This design comes from an exercise in tuning for a short achievable clock period and few clock cycles on the open sky130 flow, not from production work.
Function was checked by simulation only, so behaviour that the tests miss may differ from the original.
No driver is modelled on the clock port, so clocking that relies on it looks cheaper here than on a real chip.
No activity file was given, so power comes from the tool's default toggle rates.

**flow/constraint.sdc**
```tcl
create_clock -name core_clock -period 5.5 [get_ports {clk}]
set_input_delay 1.1000 -clock core_clock [delete_from_list [all_inputs] [get_ports {clk}]]
set_output_delay 1.1000 -clock core_clock [all_outputs]
set_load 0.01 [all_outputs]
```
**flow/standard.sh**
```bash
#!/bin/bash
# synth_recipe.tcl (not shown) runs the flow's synth.tcl, then flattens the netlist and writes it again
# the make line also repeats each setting of config.mk as NAME=value (left out here)
make -C /OpenROAD-flow-scripts/flow DESIGN_CONFIG=/design/flow/config.mk WORK_HOME=/design/flow/orfs CLKGATE_MAP_FILE= SYNTH_SCRIPT=/design/flow/synth_recipe.tcl "${@:-finish}"
```
**flow/flow/io.tcl**
```tcl
# Run before pin placement (PRE_IO_PLACEMENT_TCL): keep together the ports
# of the short port-to-port and flop-to-port control paths (req_ready from
# flush, refill_valid from ptw_resp_valid/ptw_resp_error/flush).
set_io_pin_constraint -group -order -pin_names {req_valid req_ready flush ptw_resp_valid ptw_resp_error refill_valid ptw_req_ready ptw_req_valid}
```
**flow/flow/run.sh**
```bash
#!/bin/bash
# Layout flow: the standard ORFS flow (standard.sh, with the standard
# synthesis unchanged) plus two ORFS step hooks:
#   flow/io.tcl       before pin placement: keeps the ports of the short
#                     port-to-port control paths next to each other;
#   flow/post_cts.tcl after CTS: upsizes the port buffers and the gates
#                     that drive output buffers, then repairs setup again.
# Each tool's output is in synth.log / layout.log here and in orfs/logs/.
set -euo pipefail
here=$(pwd)
export PRE_IO_PLACEMENT_TCL=$here/flow/io.tcl
export POST_CTS_TCL=$here/flow/post_cts.tcl
bash standard.sh synth > synth.log 2>&1
bash standard.sh finish > layout.log 2>&1
```
**flow/flow/post_cts.tcl**
```tcl
# Run after ORFS's CTS step (POST_CTS_TCL): upsize the port buffers and the
# gates between ports, which the timing repair leaves at small drive
# strengths, then repair setup once more and legalise.

proc my_cell_of_pin {pin} {
  return [$pin instance]
}

# Upsize a cell to the given drive strength if it is weaker.
proc my_upsize {inst strength} {
  set master [$inst getMaster]
  set name [$master getName]
  if {![regexp {^(sky130_fd_sc_hd__[a-z0-9]+)_([0-9]+)$} $name -> base drive]} { return }
  if {$drive >= $strength} { return }
  set new "${base}_${strength}"
  if {[[ord::get_db] findMaster $new] eq "NULL"} { return }
  puts "upsize [$inst getName]: $name -> $new"
  replace_cell [get_cells [$inst getName]] $new
}

set block [ord::get_db_block]
foreach bterm [$block getBTerms] {
  set pname [$bterm getName]
  if {$pname eq "clk"} { continue }
  set net [$bterm getNet]
  if {$net eq "NULL"} { continue }
  foreach iterm [$net getITerms] {
    set inst [$iterm getInst]
    set mname [[$inst getMaster] getName]
    if {[string match "sky130_fd_sc_hd__buf_*" $mname]} {
      if {[$bterm getIoType] eq "INPUT"} {
        my_upsize $inst 8
      } else {
        my_upsize $inst 6
        # and the gate that drives the output buffer
        set in_net [[$inst findITerm A] getNet]
        set drv [$in_net getFirstOutput]
        if {$drv ne "NULL"} {
          set dinst [$drv getInst]
          if {![[$dinst getMaster] isSequential]} { my_upsize $dinst 4 }
        }
      }
    }
  }
}

log_cmd estimate_parasitics -placement
repair_timing_helper
set result [catch { detailed_placement } msg]
if { $result != 0 } { error "Detailed placement failed after port upsizing: $msg" }
check_placement -verbose
log_cmd estimate_parasitics -placement
report_worst_slack -max
```
**flow/config.mk**
```make
export PLATFORM = sky130hd
export DESIGN_NAME = l2_tlb_tag_lookup
export DESIGN_NICKNAME = l2_tlb_tag_lookup
export VERILOG_FILES = /design/flow/design.v
export SDC_FILE = /design/flow/constraint.sdc
export NUM_CORES = 4
export LEC_CHECK = 0
export CAP_MARGIN = 20
export CORE_MARGIN = 8
export CORE_UTILIZATION = 55
export SETUP_SLACK_MARGIN = 3.0
export SLEW_MARGIN = 20
export SYNTH_HIERARCHICAL = 1
export SYNTH_MINIMUM_KEEP_SIZE = 0
export TNS_END_PERCENT = 100
```
**flow/design.v**
```verilog
`timescale 1ns/1ps
module l2_tlb_xnor2 (input logic a, input logic b, output logic y);
    assign y = ~(a ^ b);
endmodule
module l2_tlb_inv (input logic a, output logic y);
    assign y = ~a;
endmodule
module l2_tlb_nand2 (input logic a, input logic b, output logic y);
    assign y = ~(a & b);
endmodule
module l2_tlb_nor2 (input logic a, input logic b, output logic y);
    assign y = ~(a | b);
endmodule
module l2_tlb_nand3 (input logic a, input logic b, input logic c, output logic y);
    assign y = ~(a & b & c);
endmodule
module l2_tlb_nor3 (input logic a, input logic b, input logic c, output logic y);
    assign y = ~(a | b | c);
endmodule
module l2_tlb_nand4 (input logic a, input logic b, input logic c, input logic d,
                     output logic y);
    assign y = ~(a & b & c & d);
endmodule
module l2_tlb_nor4 (input logic a, input logic b, input logic c, input logic d,
                    output logic y);
    assign y = ~(a | b | c | d);
endmodule
module l2_tlb_a21oi (input logic a1, input logic a2, input logic b1, output logic y);
    assign y = ~((a1 & a2) | b1);
endmodule
module l2_tlb_mux16 #(
    parameter int W = 1
) (
    input  logic [16*W-1:0] d,
    input  logic [3:0]      sel,
    output logic [W-1:0]    y
);
    assign y = d[sel*W +: W];
endmodule
module l2_tlb_o21ai (input logic a1, input logic a2, input logic b1, output logic y);
    assign y = ~((a1 | a2) & b1);
endmodule
module l2_tlb_entry_match #(
    parameter int TW = 27
) (
    input  logic [TW-1:0] tag,
    input  logic [TW-1:0] req_tag,
    input  logic          valid,
    input  logic          dec,
    output logic          nsel
);
    logic [TW-1:0]   eq;
    logic [TW/3:0]   n;        
    logic [3:0]      a;
    for (genvar b = 0; b < TW; b++) begin : g_x
        l2_tlb_xnor2 u_x (.a(tag[b]), .b(req_tag[b]), .y(eq[b]));
    end
    for (genvar g = 0; g < TW/3; g++) begin : g_n3
        l2_tlb_nand3 u_n (.a(eq[3*g]), .b(eq[3*g+1]), .c(eq[3*g+2]), .y(n[g]));
    end
    l2_tlb_nand2 u_vd (.a(valid), .b(dec), .y(n[TW/3]));
    l2_tlb_nor3  u_a0 (.a(n[0]), .b(n[1]), .c(n[2]), .y(a[0]));
    l2_tlb_nor3  u_a1 (.a(n[3]), .b(n[4]), .c(n[5]), .y(a[1]));
    l2_tlb_nor2  u_a2 (.a(n[6]), .b(n[7]), .y(a[2]));
    l2_tlb_nor2  u_a3 (.a(n[8]), .b(n[9]), .y(a[3]));
    l2_tlb_nand4 u_s  (.a(a[0]), .b(a[1]), .c(a[2]), .d(a[3]), .y(nsel));
endmodule
module l2_tlb_tag_lookup #(
    parameter  int SETS  = 16,
    parameter  int VPN_W = 31,
    localparam int IW    = $clog2(SETS)
) (
    input  logic             clk,
    input  logic             reset_n,
    input  logic             req_valid,
    output logic             req_ready,
    input  logic [VPN_W-1:0] req_vpn,
    input  logic             req_passthrough,
    input  logic             flush,
    output logic             resp_valid,
    output logic [4:0]       resp_hitsVec,
    output logic             resp_miss,
    output logic [IW-1:0]    resp_idx,
    output logic [3:0]       resp_valid_way,
    output logic             ptw_req_valid,
    input  logic             ptw_req_ready,
    output logic [VPN_W-1:0] ptw_req_vpn,
    input  logic             ptw_resp_valid,
    input  logic             ptw_resp_error,
    output logic             refill_valid,
    output logic [1:0]       refill_way,
    output logic [IW-1:0]    refill_idx
);
    localparam int TW = VPN_W - IW;
    logic [3:0]       valid_q [SETS];
    logic [TW-1:0]    tag_q   [4][SETS];
    logic             flush_q;    
    logic [1:0]       rr_q;
    logic             busy_q;     
    logic             busy_rdy_q;   
    logic             preq_q;     
    logic             wait_q;     
    logic             drop_q;     
    logic             armw_q;     
    logic             allv_q;     
    logic [3:0]       wen_q   [SETS];   
    logic [IW-1:0]    fill_idx_q;
    logic [TW-1:0]    fill_tag_q;
    logic [IW-1:0]    req_idx;
    logic [TW-1:0]    req_tag;
    logic [SETS-1:0]  dec;
    logic [3:0]       veff    [SETS];
    logic [3:0]       nsel    [SETS];
    logic [3:0]       hit4    [4];
    logic [1:0]       nhit8   [4];
    logic [3:0]       hitw;
    logic [1:0]       nany2;
    logic             any_raw;
    logic             nrv;
    logic             pt_or_fq;
    logic [IW-1:0]    nidx;
    logic [3:0]       npre_lo, npre_hi;
    logic [7*SETS-1:0] set_data;
    logic [6:0]       set_fields;
    logic             nacc_nopt;
    logic             acc_fl;
    logic             nkeep_busy, nkeep_preq, nkeep_miss;
    logic             busy_d, busy_rdy_d, preq_d, resp_miss_d;
    logic [1:0]       vict_s  [SETS];
    logic [3:0]       vict1h  [SETS];
    logic [4:0]       lookup_hits;
    logic [3:0]       set_valid;
    logic [1:0]       victim_way;
    logic             set_allv;
    logic             accept, hs, fill;
    assign req_idx = req_vpn[IW-1:0];
    assign req_tag = req_vpn[VPN_W-1:IW];
    always_comb begin
        for (int s = 0; s < SETS; s++) begin
            veff[s]   = flush_q ? 4'd0 : valid_q[s];
            vict_s[s] = rr_q;
            for (int w = 3; w >= 0; w--)
                if (!valid_q[s][w]) vict_s[s] = 2'(w);
            for (int w = 0; w < 4; w++)
                vict1h[s][w] = flush_q ? (w == 0) : (vict_s[s] == 2'(w));
        end
    end
    for (genvar gs = 0; gs < SETS; gs++) begin : g_set
        for (genvar gw = 0; gw < 4; gw++) begin : g_way
            l2_tlb_entry_match #(.TW(TW)) u_m (
                .tag(tag_q[gw][gs]), .req_tag(req_tag),
                .valid(valid_q[gs][gw]), .dec(dec[gs]),
                .nsel(nsel[gs][gw])
            );
        end
    end
    for (genvar gw = 0; gw < 4; gw++) begin : g_hit
        for (genvar q = 0; q < SETS/4; q++) begin : g_q
            l2_tlb_nand4 u_o (.a(nsel[4*q][gw]), .b(nsel[4*q+1][gw]),
                              .c(nsel[4*q+2][gw]), .d(nsel[4*q+3][gw]),
                              .y(hit4[gw][q]));
        end
        l2_tlb_nor2  u_h0 (.a(hit4[gw][0]), .b(hit4[gw][1]), .y(nhit8[gw][0]));
        l2_tlb_nor2  u_h1 (.a(hit4[gw][2]), .b(hit4[gw][3]), .y(nhit8[gw][1]));
        l2_tlb_nand2 u_h  (.a(nhit8[gw][0]), .b(nhit8[gw][1]), .y(hitw[gw]));
        l2_tlb_a21oi u_r  (.a1(nhit8[gw][0]), .a2(nhit8[gw][1]), .b1(pt_or_fq),
                           .y(lookup_hits[gw]));
    end
    assign pt_or_fq = req_passthrough || flush_q;
    l2_tlb_nor2  u_a0  (.a(hitw[0]), .b(hitw[1]), .y(nany2[0]));
    l2_tlb_nor2  u_a1  (.a(hitw[2]), .b(hitw[3]), .y(nany2[1]));
    l2_tlb_nand2 u_any (.a(nany2[0]), .b(nany2[1]), .y(any_raw));
    assign nacc_nopt  = !(req_valid && !busy_q && !flush && !req_passthrough);
    assign acc_fl     = !nacc_nopt && flush_q;
    assign nkeep_busy = !((busy_q && !(wait_q && ptw_resp_valid)) || acc_fl);
    assign nkeep_preq = !((preq_q && !ptw_req_ready) || acc_fl);
    assign nkeep_miss = !acc_fl;
    l2_tlb_o21ai u_d_busy (.a1(any_raw), .a2(nacc_nopt), .b1(nkeep_busy), .y(busy_d));
    l2_tlb_o21ai u_d_brdy (.a1(any_raw), .a2(nacc_nopt), .b1(nkeep_busy), .y(busy_rdy_d));
    l2_tlb_o21ai u_d_preq (.a1(any_raw), .a2(nacc_nopt), .b1(nkeep_preq), .y(preq_d));
    l2_tlb_o21ai u_d_miss (.a1(any_raw), .a2(nacc_nopt), .b1(nkeep_miss), .y(resp_miss_d));
    l2_tlb_nor2  u_rdy   (.a(busy_rdy_q), .b(flush), .y(req_ready));
    l2_tlb_nand2 u_rv_n  (.a(armw_q), .b(ptw_resp_valid), .y(nrv));
    l2_tlb_nor3  u_rv    (.a(nrv), .b(ptw_resp_error), .c(flush), .y(refill_valid));
    for (genvar i = 0; i < IW; i++) begin : g_ninv
        l2_tlb_inv u_i (.a(req_idx[i]), .y(nidx[i]));
    end
    for (genvar k = 0; k < 4; k++) begin : g_pre
        l2_tlb_nand2 u_lo (.a(k[0] ? req_idx[0] : nidx[0]), .b(k[1] ? req_idx[1] : nidx[1]),
                           .y(npre_lo[k]));
        l2_tlb_nand2 u_hi (.a(k[0] ? req_idx[2] : nidx[2]), .b(k[1] ? req_idx[3] : nidx[3]),
                           .y(npre_hi[k]));
    end
    for (genvar gs = 0; gs < SETS; gs++) begin : g_dec
        l2_tlb_nor2 u_d (.a(npre_lo[gs % 4]), .b(npre_hi[gs / 4]), .y(dec[gs]));
    end
    always_comb begin
        for (int s = 0; s < SETS; s++)
            set_data[7*s +: 7] = {&valid_q[s], vict_s[s], valid_q[s]};
    end
    l2_tlb_mux16 #(.W(7)) u_setsel (.d(set_data), .sel(req_idx), .y(set_fields));
    always_comb begin
        {set_allv, victim_way, set_valid} = flush_q ? 7'd0 : set_fields;
        lookup_hits[4] = req_passthrough;
    end
    assign accept        = req_valid && !busy_q && !flush;
    assign ptw_req_valid = preq_q;
    assign hs            = preq_q && ptw_req_ready;
    assign fill          = wait_q && !drop_q && ptw_resp_valid && !ptw_resp_error;
    assign refill_idx    = fill_idx_q;
    always_ff @(posedge clk or negedge reset_n) begin
        if (!reset_n) begin
            busy_q         <= 1'b0;
            busy_rdy_q     <= 1'b0;
            preq_q         <= 1'b0;
            wait_q         <= 1'b0;
            drop_q         <= 1'b0;
            allv_q         <= 1'b0;
            flush_q        <= 1'b0;
            rr_q           <= 2'd0;
            resp_valid     <= 1'b0;
            resp_miss      <= 1'b0;
            fill_idx_q     <= '0;
            ptw_req_vpn    <= '0;
            refill_way     <= '0;
            armw_q         <= 1'b0;
            for (int s = 0; s < SETS; s++) wen_q[s] <= '0;
        end else begin
            flush_q    <= flush;
            resp_valid <= accept;
            resp_miss  <= resp_miss_d;
            if (resp_valid) fill_idx_q <= ptw_req_vpn[IW-1:0];
            if (!busy_q) begin
                ptw_req_vpn <= req_vpn;
                refill_way  <= victim_way;
            end
            armw_q <= (hs || (wait_q && !ptw_resp_valid)) && !drop_q && !flush;
            if (!busy_q) allv_q <= set_allv;
            if (!busy_q)
                for (int s = 0; s < SETS; s++)
                    for (int w = 0; w < 4; w++)
                        wen_q[s][w] <= dec[s] && vict1h[s][w];
            busy_q     <= busy_d;
            busy_rdy_q <= busy_rdy_d;
            preq_q <= preq_d;
            drop_q <= (preq_q || wait_q) && (drop_q || flush);
            if (hs)                                   wait_q <= 1'b1;
            else if (ptw_resp_valid)                  wait_q <= 1'b0;
            if (fill && !flush && allv_q)             rr_q <= rr_q + 2'd1;
        end
    end
    always_ff @(posedge clk or negedge reset_n) begin
        if (!reset_n) begin
            for (int s = 0; s < SETS; s++) valid_q[s] <= '0;
        end else begin
            for (int s = 0; s < SETS; s++)
                for (int w = 0; w < 4; w++)
                    valid_q[s][w] <= veff[s][w] || (fill && wen_q[s][w]);
        end
    end
    always_ff @(posedge clk) begin
        resp_hitsVec   <= lookup_hits;
        resp_idx       <= req_idx;
        resp_valid_way <= set_valid;
    end
    always_ff @(posedge clk) begin
        if (resp_valid) fill_tag_q <= ptw_req_vpn[VPN_W-1:IW];
        for (int s = 0; s < SETS; s++)
            for (int w = 0; w < 4; w++)
                if (fill && wen_q[s][w]) tag_q[w][s] <= fill_tag_q;
    end
endmodule
```
==> run notes, run 1 <==
- Status: complete, no violations
- Total GRT Usage: 0.2796
- Worst skew pair latency: between 0.8 and 0.9 ns
- Final setup vio count: 0
- Gate power share: 0.105
- Largest stage delay, worst path: between 0.15 and 0.2 ns
- Number of synthesized flops with an enable pin: 1755
- Number of clock sinks: approximately 2000
- Sw frac: 0.2421
- Vias per cell: a little under 6
- Die area: between 150000 and 200000 um2
- Yosys cell types: 41
- Arrival time at the worst endpoint: around 1.6 ns
- Internal power: ~26 mW
- Syn avg cell area: around 16 um2
- Busiest grt layer: met2
- Most common cell after layout, fill and taps aside: edfxtp_1
- Initial antenna violation count: 9
- Wirelength per Cell: 31.73 um
- Final #Nets: roughly 5800
- Syn_nets: about 5300
- Sequential element share of the synthesized area: 0.6937
- Post-DRT Antenna Nets: 0
- Largest net degree at the start of global routing: between 70 and 80
- CP endpoint kind: output port
- Pwr/cell area: approximately 350 nW/um2
- # IOs: 94
- Max Cap Viol: 0
- Fin crit period: between 2 and 3 ns
- Chip width: about 400 um
- Synth Warn #: 26
- Startpoint Class: primary input
- Total wire length: between 200000 and 300000 um
- Static Leakage: 30.34 nW
- First-pass GRT wire length: 328600 um
- Ys async rst share: 0.09100
- CP required: about 4.4 ns
- Global placement routability congestion: about 0.9
- 1st-iter DRT viols: 5087
- Synth Flop Type: edfxtp_1
- Post-DP HPWL: about 130000 um
- Core area: between 100000 and 150000 um2
- Final worst-path cycle share: 0.4811
- Met1 Use GR: 0.4047
- Congestion Overflow GR: 0
- VDD IR max: just over 0.4 mV
- Area Overhead vs Synth: 15.56%
- Synthesized cell area: between 80000 and 90000 um2
- Number of failing hold endpoints at the final stage: 0
- Clock power frac: 0.393
- Met3 Usage GRT: 0.04638
- Critical path class: primary input to output port
- Synthesized instance count: approximately 5300
- Proportion of layout cells with a drive suffix above 1: 0.1502
- Placed insts: 7471
- Reg power frac: 0.502
- Via count: about 47000
- Unrepaired setup endpoints after global routing: yes
- Number of global-route vias before repair: 44610
- Final cell count without fillers: just under 8000
- Drc violations: 0
- Max_slew headroom: 0.1958
- Pre-antenna DRT Iters: 6
- Most frequent cells in the layout: edfxtp_1, xnor2_1, nand3_1
- Worst-Margin Slew: around 1.2 ns
- Port-buffer cells: 93
- Critical-path cell list: buf_8 -> nand2_2 -> nor3_4 -> buf_6
- NetSw: 8.195 mW
- Met2 Usage GRT: 0.4473
- Max Clk Rate: roughly 380 MHz
- DIE HEIGHT: around 400 um
- CP max FO: 2
- Setup Skew: around 0.03 ns
- Fin. max-slew vios: 0
- Number of synthesized register bits: ~1900
- Starting Density: 0.5530
- CTS tree: yes
- Setup TNS: 0 ns
- Row count: between 100 and 150
- Clock transition at path regs: approximately 0.06 ns
- Worst hold path type: primary input to asynchronous set/reset pin
- Slowest-stage cell, CP: nor3_4
## routing by layer
metal / part of all wire / routed length [um] / up-vias
li1: - / - / 20140
met1: 0.42 / 105600 / 24410
met2: 0.47 / 117100 / 2056
met3: 0.087 / 21890 / 328
met4: 0.027 / 6777 / 0
met5: 0 / 0 / -
## per-stage QoR
stage,setup WS [ns],utilization,hold slack (ns),area (um2),power [mW]
after floorplan,3.045,-,0.4449,82740,18.58
after global placement,1.116,0.5816,0.4530,87010,20.37
after detailed placement,1.095,0.5816,0.4571,87010,20.40
after global routing,2.791,0.6390,0.2888,95600,34.70
final,2.854,0.6391,0.2526,95610,33.85
## registers in the layout, summed over array words and instances (netlist names), 2 cells and up
signal          cells
tag_q            1728
valid_q            64
wen_q              64
ptw_req_vpn        31
fill_tag_q         27
resp_hitsVec        5
fill_idx_q          4
resp_idx            4
resp_valid_way      4
refill_way          2
rr_q                2
## kinds of logic after synthesis
kind of cell | after synthesis | synth area share
AOI/OAI and AO/OA | 172 | 0.01662
muxes | 63 | 0.01316
and+or+nand+nor | 1293 | 0.08811
xor gates and xnor gates | 1730 | 0.1831
buffers and inverters | 83 | 0.005278
DFF | 1945 | 0.6937
## layout make-up
type / count / area (um2)
Inverter: 40 / 152.6
Fill cell: 10960 / 53990
Clock inverter: 101 / 860.8
Antenna cell: 2 / 5.005
Tap cell: 2016 / 2522
Sequential cell: 1945 / 57420
Multi-Input combinational cell: 3258 / 25330
Timing Repair Buffer: 294 / 3791
Clock buffer: 269 / 5519
## power groups by stage
stage | Clock, mW | Sequential (mW) | Combinational [mW]
after floorplan | 0 | 17.5 | 1.09
after global placement | 0 | 17.3 | 3.09
after detailed placement | 0 | 17.3 | 3.10
after global routing | 14.0 | 17.0 | 3.69
final | 13.3 | 17.0 | 3.55
## synthesized netlist by cell type (all sizes together), types with 16 or more instances
library cell	count	area [um2]
inv	39	146.4
xnor2	1730	15150
nand2	139	521.8
edfxtp	1755	52700
mux2	35	394.1
a21o	48	360.4
mux4	28	694.4
dfrtp	177	4429
nor2	177	671.9
o21ai	23	115.1
and2	66	563.0
nand2b	65	406.6
a41oi	16	140.1
nand3b	16	120.1
buf	30	237.7
nand3	593	2968
nor3	129	1291
nand4	81	506.7
nor3b	18	175.2
a32o	48	480.5
o21bai	16	120.1
## Yosys stat by module (local to each module, per instance), excerpt
module             area (um2)  cells  flops+latches
l2_tlb_a21oi            8.758      1              0
l2_tlb_inv              3.754      1              0
l2_tlb_nand2            3.754      1              0
l2_tlb_nand3            5.005      1              0
l2_tlb_nand4            6.256      1              0
l2_tlb_nor2             3.754      1              0
l2_tlb_nor3             10.01      1              0
l2_tlb_o21ai            5.005      1              0
l2_tlb_tag_lookup       61060   2467           1945
l2_tlb_xnor2            8.758      1              0
## path summary, 6_finish.rpt
| check | from | to | slack (ns) | depth (start not counted) |
|---|---|---|---|---|
| worst max-delay path | ptw_resp_valid | refill_valid | 2.85 | 4 |
| worst min-delay path | reset_n | ptw_req_vpn[17] | 0.25 | 1 |
| worst max register to register | drop_q | tag_q[28][2] | 3.00 | 3 |
| worst min register to register | wen_q[11][0] | wen_q[11][0] | 0.48 | 2 |
| max in group asynchronous | reset_n | wen_q[9][0] | 4.07 | 2 |
| min in group core_clock | flush | flush_q | 0.46 | 1 |
## worst max-delay path, delay by kind of cell
kind | cells | cell delay [ns]
and+or+nand+nor | 2 | 0.24
buffers and inverters | 2 | 0.20
Testbench counts, summed over its fixed seeds: cycles 58,847.
==> run 2, diff against run 1 <==
--- a/flow/config.mk
+++ b/flow/config.mk
@@ -10,3 +10,3 @@
 export CORE_UTILIZATION = 55
-export SETUP_SLACK_MARGIN = 3.0
+export SETUP_SLACK_MARGIN = 3.4
 export SLEW_MARGIN = 20
==> run notes, run 2 <==
- CP endpoint kind: output port
- Biggest regs: tag_q x1728, valid_q x64, wen_q x64
- Post-synth top area share: 0.6370 (unchanged)
- Synth Warn #: 26 (unchanged)
- Number of synthesized flops with an enable pin: 1755 (unchanged)
- Max Clk Rate: 377.9 MHz (about the same)
- Startpoint Class: primary input
- Pre-CTS WS: 1.323 ns (+0.2279 ns)
- Pwr/cell area: 340.8 nW/um2 (-3.7%)
- Final worst-path cycle share: 0.4812 (about the same)
- Max_slew headroom: 0.2349 (+0.03909)
- Post-DRT Antenna Nets: 0 (unchanged)
- Fin crit period: 2.646 ns (+0.0005600 ns)
- Max reg flops: 1728 (unchanged)
- Final #Nets: 5997 (+3.8%)
- Setup Skew: 0.02614 ns (-0.003478 ns)
- Total power: 33.87 mW (about the same)
- Vias per cell: 6.052 (+2.2%)
- Number of failing hold endpoints at the final stage: 0 (unchanged)
- Syn_nets: 5325 (unchanged)
- Status: complete, no violations
- Critical path class: primary input to output port
- Max Cap Viol: 0 (unchanged)
- CP required: 4.40 ns (about the same)
- Starting Density: 0.5530 (unchanged)
- Setup slack after layout: 2.854 ns (-0.0005600 ns)
- Most common cell after layout, fill and taps aside: edfxtp_1
- Row count: 142 (unchanged)
- Die area: 163100 um2 (unchanged)
- Final setup vio count: 0 (unchanged)
- Drc violations: 0 (unchanged)
- Final Util: 0.6643 (+0.02523)
- Final cell count without fillers: 8148 (+2.8%)
- Critical-path cell list: buf_8 -> nor3_4 -> buf_6
- Dominant cell type by area after synthesis: edfxtp_1
- Worst hold path type: primary input to asynchronous set/reset pin
- Number of synthesized register bits: 1945 (unchanged)
- Worst-Margin Slew: 1.148 ns (-0.05864 ns)
- Largest cells by area after synthesis: edfxtp_1, xnor2_1, dfrtp_1
- Top-count cell post-synth: edfxtp_1
- Pre-antenna DRT Iters: 5 (-1)
- Fin. max-slew vios: 0 (unchanged)
- Largest net degree at the start of global routing: 135 (+85%)
- Via count: 49310 (+5.1%)
- # IOs: 94 (unchanged)
- Synthesized cell area: 82730 um2 (unchanged)
- Most frequent cells after synthesis: edfxtp_1, xnor2_1, nand3_1, dfrtp_1, nor2_1
- Synthesized instance count: 5286 (unchanged)
- Worst path depth: 3 (-1)
- Placed insts: 7496 (+0.33%)
- Congestion Overflow GR: 0 (unchanged)
- Total wire length: 270800 um (+7.7%)
- Chip width: 403.8 um (unchanged)
- Post-DP HPWL: 139200 um (+4.0%)
- First-pass GRT wire length: 370900 um (+13%)
- Total GRT Usage: 0.3259 (+0.04631)
- Proportion of layout cells with a drive suffix above 1: 0.2013 (+0.05115)
- Family with the most delay on the worst path: buffers and inverters
- Ys async rst share: 0.09100 (unchanged)
- Crit path buffers/inverters: 2 (unchanged)
- Largest stage delay, worst path: 0.19 ns (about the same)
- Number of clock sinks: 1945 (unchanged)
- Port-buffer cells: 93 (unchanged)
- 1st-iter DRT viols: 5055 (-0.63%)
- Largest Register: tag_q
- Arrival time at the worst endpoint: 1.55 ns (about the same)
- Area Overhead vs Synth: 20.12%
- Most frequent cells in the layout: edfxtp_1, xnor2_1, nand3_1
- Wirelength per Cell: 33.23 um (+4.7%)
- Clock transition at path regs: 0.05 ns (about the same)
- Setup TNS: 0 ns (unchanged)
- Core area: 149600 um2 (unchanged)
- R2r worst-path depth: 10 (+7)
- Global placement routability congestion: 0.9363 (+4.5%)
- DIE HEIGHT: 403.8 um (unchanged)
- CTS tree: yes
- CP max FO: 5 (+3)
- Synth Flop Type: edfxtp_1
- Worst skew pair latency: 0.83 ns (+0.02 ns)
- Unrepaired setup endpoints after global routing: yes
- Sequential element share of the synthesized area: 0.6937 (unchanged)
- Number of global-route vias before repair: 46420 (+4.1%)
- Syn avg cell area: 15.65 um2 (unchanged)
- Static Leakage: 32.43 nW (+6.9%)
- VDD IR max: 0.3984 mV (-2.0%)
- Yosys cell types: 41 (unchanged)
- Slowest-stage cell, CP: nor3_4
- Initial antenna violation count: 11 (+2)
-- run 2: cell counts after synthesis --
No cell type changed its count.
-- run 2: Yosys stat by module, one instance, submodules excluded, excerpt --
module	cells inside	area (um2)	copies in the design
l2_tlb_a21oi	1	8.758	4
l2_tlb_inv	1	3.754	4
l2_tlb_nand2	1	3.754	78
l2_tlb_nand3	1	5.005	576
l2_tlb_nand4	1	6.256	80
l2_tlb_nor2	1	3.754	155
l2_tlb_nor3	1	10.01	129
l2_tlb_o21ai	1	5.005	4
l2_tlb_tag_lookup	2467	61060	1
l2_tlb_xnor2	1	8.758	1728
-- run 2: kinds of logic (layout without fill, tap and decap cells) --
logic type / after synthesis / in the layout / share of synthesized area
XOR/XNOR: 1730 / 1730 / 0.1831
AND/OR/NAND/NOR: 1293 / 1298 / 0.08811
multiplexers: 63 / 63 / 0.01316
other: 0 / 7 / 0
AO/OA/AOI/OAI: 172 / 172 / 0.01662
flip-flops: 1945 / 1945 / 0.6937
buffers and inverters: 83 / 917 / 0.005278
-- run 2: layout make-up --
| class | count | area [um2] |
|---|---|---|
| Clock inverter | 98 | 703.2 |
| Clock buffer | 270 | 5403 |
| Sequential cell | 1945 | 57450 |
| Antenna cell | 7 | 17.52 |
| Inverter | 40 | 156.4 |
| Multi-Input combinational cell | 3263 | 26160 |
| Fill cell | 10660 | 50220 |
| Tap cell | 2016 | 2522 |
| Timing Repair Buffer | 509 | 6959 |
-- run 2: path summary, 6_finish.rpt --
check                                  to      startpoint  slack (ns)
setup / recovery             refill_valid  ptw_resp_error        2.85
hold / removal             ptw_req_vpn[7]         reset_n        0.30
setup reg to reg                   busy_q    tag_q[29][6]        3.13
hold reg to reg             tag_q[16][20]  fill_tag_q[20]        0.46
max in group asynchronous   refill_way[1]         reset_n        4.01
min in group core_clock           flush_q           flush        0.43
-- run 2: metal layers --
| metal | share of wire | wire length (um) | global-route usage | vias to the layer above |
|---|---|---|---|---|
| li1 | - | - | - | 20620 |
| met1 | 0.41 | 110500 | 0.4571 | 25900 |
| met2 | 0.45 | 123100 | 0.4995 | 2356 |
| met3 | 0.093 | 25270 | 0.07461 | 436 |
| met4 | 0.044 | 11810 | 0.1260 | 4 |
| met5 | 0.00040 | 108 | 0 | - |
-- run 2: where the power goes --
group	leakage [nW]	switching [mW]	total, mW	internal [mW]
clock	3.00	5.66	12.9	7.23
combinational	11.2	2.49	4.03	1.54
sequential	18.2	0.208	17.0	16.7
total	32.4	8.36	33.9	25.5
-- run 2: metrics by stage --
stage | cell area, um2 | hold WS (ns)
floorplan | 82780 | 0.4545
global placement | 87340 | 0.4355
detailed placement | 87340 | 0.4505
global route | 99360 | 0.3402
finish | 99380 | 0.3016
==> run 3, diff against run 2 <==
--- a/flow/config.mk
+++ b/flow/config.mk
@@ -9,4 +9,4 @@
 export CORE_MARGIN = 8
-export CORE_UTILIZATION = 55
-export SETUP_SLACK_MARGIN = 3.4
+export CORE_UTILIZATION = 45
+export SETUP_SLACK_MARGIN = 3.0
 export SLEW_MARGIN = 20
==> run notes, run 3 <==
- Status: complete, no violations
- Synthesized cell area: 82730 um2 (unchanged)
- Drc violations: 0 (unchanged)
- Chip width: 444.8 um (+10%)
- Setup Skew: 0.06272 ns (+0.03658 ns)
- Gate power share: 0.102 (-0.017)
- Sequential element share of the synthesized area: 0.6937 (unchanged)
- Post-synth top area share: 0.6370 (unchanged)
- Total GRT Usage: 0.2291 (-0.09678)
- Critical-path cell list: nand2_2 -> nor3_4 -> buf_6
- Post-synthesis xor/xnor area fraction: 0.1831 (unchanged)
- Number of clock sinks: 1945 (unchanged)
- Max_slew headroom: 0.1944 (-0.04055)
- Clock power frac: 0.394 (+0.013)
- Port-buffer cells: 93 (unchanged)
- Largest stage delay, worst path: 0.34 ns (+0.15 ns)
- Max Cap Viol: 0 (unchanged)
- Arrival time at the worst endpoint: 1.57 ns (+0.02 ns)
- Starting Density: 0.4524 (-0.1007)
- Most frequent cells after synthesis: edfxtp_1, xnor2_1, nand3_1, dfrtp_1, nor2_1
- 1st-iter DRT viols: 4606 (-8.9%)
- Total wire length: 235700 um (-13%)
- Synth Warn #: 26 (unchanged)
- Main combinational cell family by area after synthesis: XOR/XNOR gates
- Setup TNS: 0 ns (unchanged)
- Ys async rst share: 0.09100 (unchanged)
- # IOs: 94 (unchanged)
- Unrepaired setup endpoints after global routing: yes
- Critical path class: flip-flop to output port
- Clock transition at path regs: 0.06 ns (about the same)
- CP max FO: 1 (-4)
- Row count: 157 (+11%)
- Worst skew pair latency: 0.86 ns (+0.03 ns)
- FF-to-FF setup slack: 2.98 ns (-0.15 ns)
- Pre-antenna DRT Iters: 6 (+1)
- Number of global-route vias before repair: 45090 (-2.9%)
- Mux contribution to synthesized area: 0.01316 (unchanged)
- Final #Nets: 5730 (-4.5%)
- Fin. max-slew vios: 0 (unchanged)
- Crit path buffers/inverters: 1 (-1)
- Max Clk Rate: 375.2 MHz (-0.71%)
- VDD IR max: 0.3582 mV (-10%)
- Initial antenna violation count: 6 (-5)
- Family with the most delay on the worst path: flip-flops
- Internal power: 25.49 mW (-0.11%)
- Fin crit period: 2.665 ns (+0.01882 ns)
- Proportion of layout cells with a drive suffix above 1: 0.1430 (-0.05835)
- Global placement routability congestion: 0.9114 (-2.7%)
- Max reg flops: 1728 (unchanged)
- Worst-Margin Slew: 1.208 ns (+0.06083 ns)
- Synth Flop Type: edfxtp_1
- Number of synthesized flops with an enable pin: 1755 (unchanged)
- Post-DRT Antenna Nets: 0 (unchanged)
- Final worst-path cycle share: 0.4846 (+0.003422)
- CP required: 4.40 ns (about the same)
- Reg power frac: 0.504 (+0.004)
- Slowest-stage cell, CP: dfrtp_1
- Largest cells by area after synthesis: edfxtp_1, xnor2_1, dfrtp_1
- Core area: 182900 um2 (+22%)
- Static Leakage: 29.94 nW (-7.7%)
- Sw frac: 0.2445 (-0.002259)
- Synthesized instance count: 5286 (unchanged)
- Compound-cell area share of the yosys netlist: 0.01662 (unchanged)
- Biggest regs: tag_q x1728, valid_q x64, wen_q x64
- Largest net degree at the start of global routing: 103 (-24%)
- Startpoint Class: flip-flop
- Top-count cell post-synth: edfxtp_1
- NetSw: 8.250 mW (-1.3%)
- Number of synthesized register bits: 1945 (unchanged)
- Adder-Cell Fraction of Synth Area: 0 (unchanged)
- Via count: 45870 (-7.0%)
- Syn avg cell area: 15.65 um2 (unchanged)
- Dominant cell type by area after synthesis: edfxtp_1
- Post-DP HPWL: 138600 um (-0.39%)
- Largest Register: tag_q
- Yosys cell types: 41 (unchanged)
- Number of failing hold endpoints at the final stage: 0 (unchanged)
- CTS tree: yes
- Wirelength per Cell: 28.30 um (-15%)
- Area Overhead vs Synth: 15.50%
- Most common cell after layout, fill and taps aside: edfxtp_1
- Syn_nets: 5325 (unchanged)
- Worst hold path type: primary input to asynchronous set/reset pin
- CP endpoint kind: output port
- Simple-gate portion of the synthesized area: 0.08811 (unchanged)
- Die area: 197800 um2 (+21%)
- Final setup vio count: 0 (unchanged)
- Congestion Overflow GR: 0 (unchanged)
- Final Util: 0.5225 (-0.1418)
- Pwr/cell area: 353.0 nW/um2 (+3.6%)
- Vias per cell: 5.507 (-9.0%)
- First-pass GRT wire length: 331100 um (-11%)
- DIE HEIGHT: 444.8 um (+10%)
- Most frequent cells in the layout: edfxtp_1, xnor2_1, nand3_1
[run 3: layout make-up]
cell class              count  area [um2]
fillers                 14980       87330
inverters                  40       150.1
repair buffers            246        3208
well taps                2464        3083
clock buffers             264        5416
clock inverters           109        1011
flip-flops and latches   1945       57430
multi-input cells        3258       25250
diodes                      2       5.005
[run 3: worst paths after layout]
check | from | to | cells past startpoint
max | armw_q | refill_valid | 3
min | reset_n | ptw_req_vpn[9] | 1
max reg2reg | drop_q | tag_q[6][12] | 3
min reg2reg | fill_tag_q[6] | tag_q[32][6] | 0
max in group asynchronous | reset_n | rr_q[1] | 2
min in group core_clock | flush | flush_q | 1
[run 3: kinds of logic (layout without fill, tap and decap cells)]
logic type	count (synthesis)	in the layout
buf+inv	83	659
simple gates	1293	1293
other cells	0	2
flops	1945	1945
xor+xnor	1730	1730
compound gates	172	172
mux	63	63
[run 3: power by group through the flow]
| stage | Clock [mW] | Sequential, mW | Combinational, mW |
|---|---|---|---|
| 6_report | 13.3 | 17.0 | 3.45 |
| 3_3_place_gp | 0 | 17.3 | 3.12 |
| 5_1_grt | 14.0 | 17.0 | 3.64 |
| 2_1_floorplan | 0 | 17.5 | 1.09 |
| 3_5_place_dp | 0 | 17.3 | 3.14 |
[run 3: worst register-to-register path: stages (launching register included)]
cell	delay [ns]
dfrtp_1	0.38
and4bb_4	0.79
buf_4	0.43
and2_4	0.50
[run 3: per-stage QoR]
stage / worst slack [ns] / instances / cell area (um2) / power (mW) / hold slack [ns]
final: 2.835 / 8328 / 95560 / 33.74 / 0.2629
after floorplan: 3.045 / 5286 / 82740 / 18.58 / 0.4449
after global placement: 1.374 / 7905 / 87600 / 20.40 / 0.4379
after global routing: 2.785 / 8326 / 95550 / 34.71 / 0.2821
after detailed placement: 1.316 / 7905 / 87600 / 20.43 / 0.4476
[run 3: routing by layer]
metal,vias up,GRT usage,share of wire
met5,-,0,0
met4,0,0.06274,0.027
met2,1471,0.3837,0.49
met3,315,0.02947,0.057
met1,24040,0.3170,0.43
li1,20040,-,-
[run 3: modules after synthesis, one instance, submodules excluded, a selection]
module,cells inside,flops+latches
l2_tlb_nor2,1,0
l2_tlb_nor3,1,0
l2_tlb_nand2,1,0
l2_tlb_xnor2,1,0
l2_tlb_inv,1,0
l2_tlb_o21ai,1,0
l2_tlb_nand4,1,0
l2_tlb_a21oi,1,0
==> run 4, diff against run 3 <==
--- a/flow/flow/post_cts.tcl
+++ b/flow/flow/post_cts.tcl
@@ -1,4 +1,4 @@
-# Run after ORFS's CTS step (POST_CTS_TCL): upsize the port buffers and the
-# gates between ports, which the timing repair leaves at small drive
-# strengths, then repair setup once more and legalise.
+# Run after ORFS's CTS step (POST_CTS_TCL): upsize the port buffers, the
+# gates between ports and the small nand/nor gates, which the timing repair
+# leaves at small drive strengths, then repair setup once more and legalise.
 
@@ -16,3 +16,3 @@
   if {[[ord::get_db] findMaster $new] eq "NULL"} { return }
-  puts "upsize [$inst getName]: $name -> $new"
+  # puts "upsize [$inst getName]: $name -> $new"
   replace_cell [get_cells [$inst getName]] $new
@@ -46,2 +46,11 @@
 
+# The compare tree's nand/nor gates are often left at drive 1 on long
+# wires: start them at drive 2.
+foreach inst [$block getInsts] {
+  set mname [[$inst getMaster] getName]
+  if {[regexp {^sky130_fd_sc_hd__(nand2|nand3|nand4|nor2|nor3|o21ai|a21oi)_1$} $mname]} {
+    my_upsize $inst 2
+  }
+}
+
 log_cmd estimate_parasitics -placement
--- a/flow/config.mk
+++ b/flow/config.mk
@@ -9,3 +9,3 @@
 export CORE_MARGIN = 8
-export CORE_UTILIZATION = 45
+export CORE_UTILIZATION = 55
 export SETUP_SLACK_MARGIN = 3.0
==> run notes, run 4 <==
- Status: complete, no violations
- Final #Nets: 5746 (+0.28%)
- Synthesized instance count: 5286 (unchanged)
- Drc violations: 0 (unchanged)
- Vias per cell: 5.923 (+7.6%)
- Number of clock sinks: 1945 (unchanged)
- Total GRT Usage: 0.2849 (+0.05574)
- Yosys cell types: 41 (unchanged)
- Core area: 149600 um2 (-18%)
- Fin. max-slew vios: 0 (unchanged)
- Reg power frac: 0.501 (-0.003)
- Biggest regs: tag_q x1728, valid_q x64, wen_q x64
- Area Overhead vs Synth: 19.77%
- Largest net degree at the start of global routing: 73 (-29%)
- Via count: 46750 (+1.9%)
- Synth Flop Type: edfxtp_1
- Most frequent cells after synthesis: edfxtp_1, xnor2_1, nand3_1, dfrtp_1, nor2_1
- Post-DRT Antenna Nets: 0 (unchanged)
- Initial antenna violation count: 7 (+1)
- Row count: 142 (-9.6%)
- Synth Warn #: 26 (unchanged)
- Max_slew headroom: 0.2059 (+0.01157)
- Dominant cell type by area after synthesis: edfxtp_1
- CP endpoint kind: output port
- Total wire length: 238300 um (+1.1%)
- Port-buffer cells: 93 (unchanged)
- Number of global-route vias before repair: 46500 (+3.1%)
- Wirelength per Cell: 30.20 um (+6.7%)
- Static Leakage: 31.30 nW (+4.5%)
- Slowest-stage cell, CP: nor3_4
- Arrival time at the worst endpoint: 1.55 ns (-0.02 ns)
- Post-DP HPWL: 133900 um (-3.4%)
- CP max FO: 2 (+1)
- Final setup vio count: 0 (unchanged)
- Sequential element share of the synthesized area: 0.6937 (unchanged)
- Largest cells by area after synthesis: edfxtp_1, xnor2_1, dfrtp_1
- Chip width: 403.8 um (-9.2%)
- Sw frac: 0.2437 (-0.0008095)
- 1st-iter DRT viols: 4098 (-11%)
- Critical-path cell list: buf_8 -> nand2_2 -> nor3_4 -> buf_6
- Largest stage delay, worst path: 0.19 ns (-0.15 ns)
- Worst-Margin Slew: 1.191 ns (-0.01736 ns)
- Number of synthesized register bits: 1945 (unchanged)
- Dpl cell area: 87010 um2 (-0.68%)
- Setup Skew: 0.03049 ns (-0.03222 ns)
- CP required: 4.40 ns (about the same)
- Max Clk Rate: 377.6 MHz (+0.65%)
- Clock transition at path regs: 0.06 ns (about the same)
- M1 wire length: 103100 um (+1.5%)
- # IOs: 94 (unchanged)
- Die area: 163100 um2 (-18%)
- Area occupied by multi-input gates: 29520 um2 (+17%)
- Most frequent cells in the layout: edfxtp_1, xnor2_1, nand3_2
- Internal power: 25.67 mW (+0.72%)
- Pwr/cell area: 342.6 nW/um2 (-3.0%)
- Starting Density: 0.5530 (+0.1007)
- Critical path class: primary input to output port
- Number of fill cells: 10740 (-28%)
- Met3 routed WL: 16670 um (+24%)
- Met2 WL: 113200 um (-1.1%)
- Global placement routability congestion: 0.8959 (-1.7%)
- Uppermost layer routed: met4
- Max Cap Viol: 0 (unchanged)
- DIE HEIGHT: 403.8 um (-9.2%)
- Largest Register: tag_q
- Number of synthesized flops with an enable pin: 1755 (unchanged)
- Proportion of layout cells with a drive suffix above 1: 0.3087 (+0.1657)
- Fin crit period: 2.648 ns (-0.01722 ns)
- Area taken by flip-flops and latches: 57420 um2 (about the same)
- Synthesized cell area: 82730 um2 (unchanged)
- Worst hold path type: primary input to asynchronous set/reset pin
- Pre-antenna DRT Iters: 5 (-1)
- Number of failing hold endpoints at the final stage: 0 (unchanged)
- Syn avg cell area: 15.65 um2 (unchanged)
- Setup TNS: 0 ns (unchanged)
- First-pass GRT wire length: 336800 um (+1.7%)
- Syn_nets: 5325 (unchanged)
- CTS tree: yes
- VDD IR max: 0.4053 mV (+13%)
- Worst skew pair latency: 0.81 ns (-0.05 ns)
- Ys async rst share: 0.09100 (unchanged)
- Most common cell after layout, fill and taps aside: edfxtp_1
- Gate power share: 0.107 (+0.005)
- Top-count cell post-synth: edfxtp_1
- Clock power frac: 0.391 (-0.003)
- Congestion Overflow GR: 0 (unchanged)
- Unrepaired setup endpoints after global routing: yes
- Design Area, Final: 99090 um2 (+3.7%)
- Final worst-path cycle share: 0.4815 (-0.003131)
- Startpoint Class: primary input
- Post-synth top area share: 0.6370 (unchanged)
- NetSw: 8.273 mW (+0.28%)
- Ant diodes: 0 (-2)
- Max reg flops: 1728 (unchanged)
run 4: per-stage QoR:
stage	hold WS [ns]	worst slack, ns	utilization	std cells	total power [mW]
2_1_floorplan	0.4449	3.045	-	5286	18.58
3_3_place_gp	0.4530	1.116	0.5816	7471	20.37
3_5_place_dp	0.4571	1.095	0.5816	7471	20.40
5_1_grt	0.2833	2.791	0.6623	7893	34.80
6_report	0.2497	2.852	0.6623	7893	33.94
run 4: layout make-up:
type                            instances  area share
Timing Repair Buffer                  264     0.03118
Tap cell                             2016     0.02546
Clock buffer                          269     0.05570
Clock inverter                        101    0.008688
Inverter                               40    0.001541
Sequential cell                      1945      0.5795
Multi-Input combinational cell       3258      0.2979
run 4: worst max-delay path: cells and delay by family:
kind	cells	cell delay, ns
simple gates	2	0.25
buf+inv	2	0.20
run 4: final timing paths:
path                                start  slack [ns]         endpoint  cells past startpoint
max                        ptw_resp_valid        2.85     refill_valid                      4
min                               reset_n        0.25  ptw_req_vpn[17]                      1
max reg2reg                        wait_q        2.97     tag_q[28][2]                      3
min reg2reg                   wen_q[9][0]        0.49      wen_q[9][0]                      2
max in group asynchronous         reset_n        4.05      wen_q[9][0]                      2
min in group core_clock             flush        0.47          flush_q                      1
run 4: logic make-up after synthesis:
| family | Yosys count | share of synthesized area |
|---|---|---|
| compound gates | 172 | 0.01662 |
| flops | 1945 | 0.6937 |
| xor+xnor | 1730 | 0.1831 |
| buf+inv | 83 | 0.005278 |
| simple gates | 1293 | 0.08811 |
| mux | 63 | 0.01316 |
run 4: power by group through the flow:
stage,logic (mW),clock network (mW),registers [mW]
6_report,3.64,13.3,17.0
5_1_grt,3.80,14.0,17.0
3_5_place_dp,3.10,0,17.3
3_3_place_gp,3.09,0,17.3
2_1_floorplan,1.09,0,17.5
run 4: layer usage:
metal,vias up,track usage
met2,1628,0.4637
met4,0,0.06156
met1,24760,0.4075
li1,20070,-
met3,295,0.04844
met5,-,0
run 4: Yosys stat by module (local to each module, per instance), excerpt:
| module | cells inside | copies in the design |
|---|---|---|
| l2_tlb_nand3 | 1 | 576 |
| l2_tlb_nor2 | 1 | 155 |
| l2_tlb_nand4 | 1 | 80 |
| l2_tlb_a21oi | 1 | 4 |
| l2_tlb_nand2 | 1 | 78 |
| l2_tlb_tag_lookup | 2467 | 1 |
| l2_tlb_o21ai | 1 | 4 |
| l2_tlb_xnor2 | 1 | 1728 |
| l2_tlb_inv | 1 | 4 |
| l2_tlb_nor3 | 1 | 129 |

## port drivers added, routing unchanged
No port has a modelled driver above. Below, the same layouts with a new extraction and two added sets of constraints. Step 1, drivers: a clkbuf_16 drives clk and a buf_2 each remaining input, both assumed. Step 2 moves the port delays by t, midway between the first and last clock arrival at a register: inputs arrive t later, outputs are due t later. That takes back most of the time a late clock gives input paths. Three values: ideal, step 1, step 2; two values: the first two.
run | shift t [ns] | slack for setup (ns) | worst register clock-pin slew, ns
run 1 | 0.875 | 2.854 / 2.652 / 1.777 | 0.07 / 0.07
run 2 | 0.897 | 2.854 / 2.531 / 1.633 | 0.07 / 0.07
run 3 | 0.921 | 2.835 / 2.747 / 1.922 | 0.06 / 0.06
run 4 | 0.871 | 2.852 / 2.788 / 1.919 | 0.07 / 0.07
After both steps every run listed still meets setup and hold. The setup slack of run 2, which loses most, moves by -0.323 ns with the drivers and by -1.221 ns with both steps.
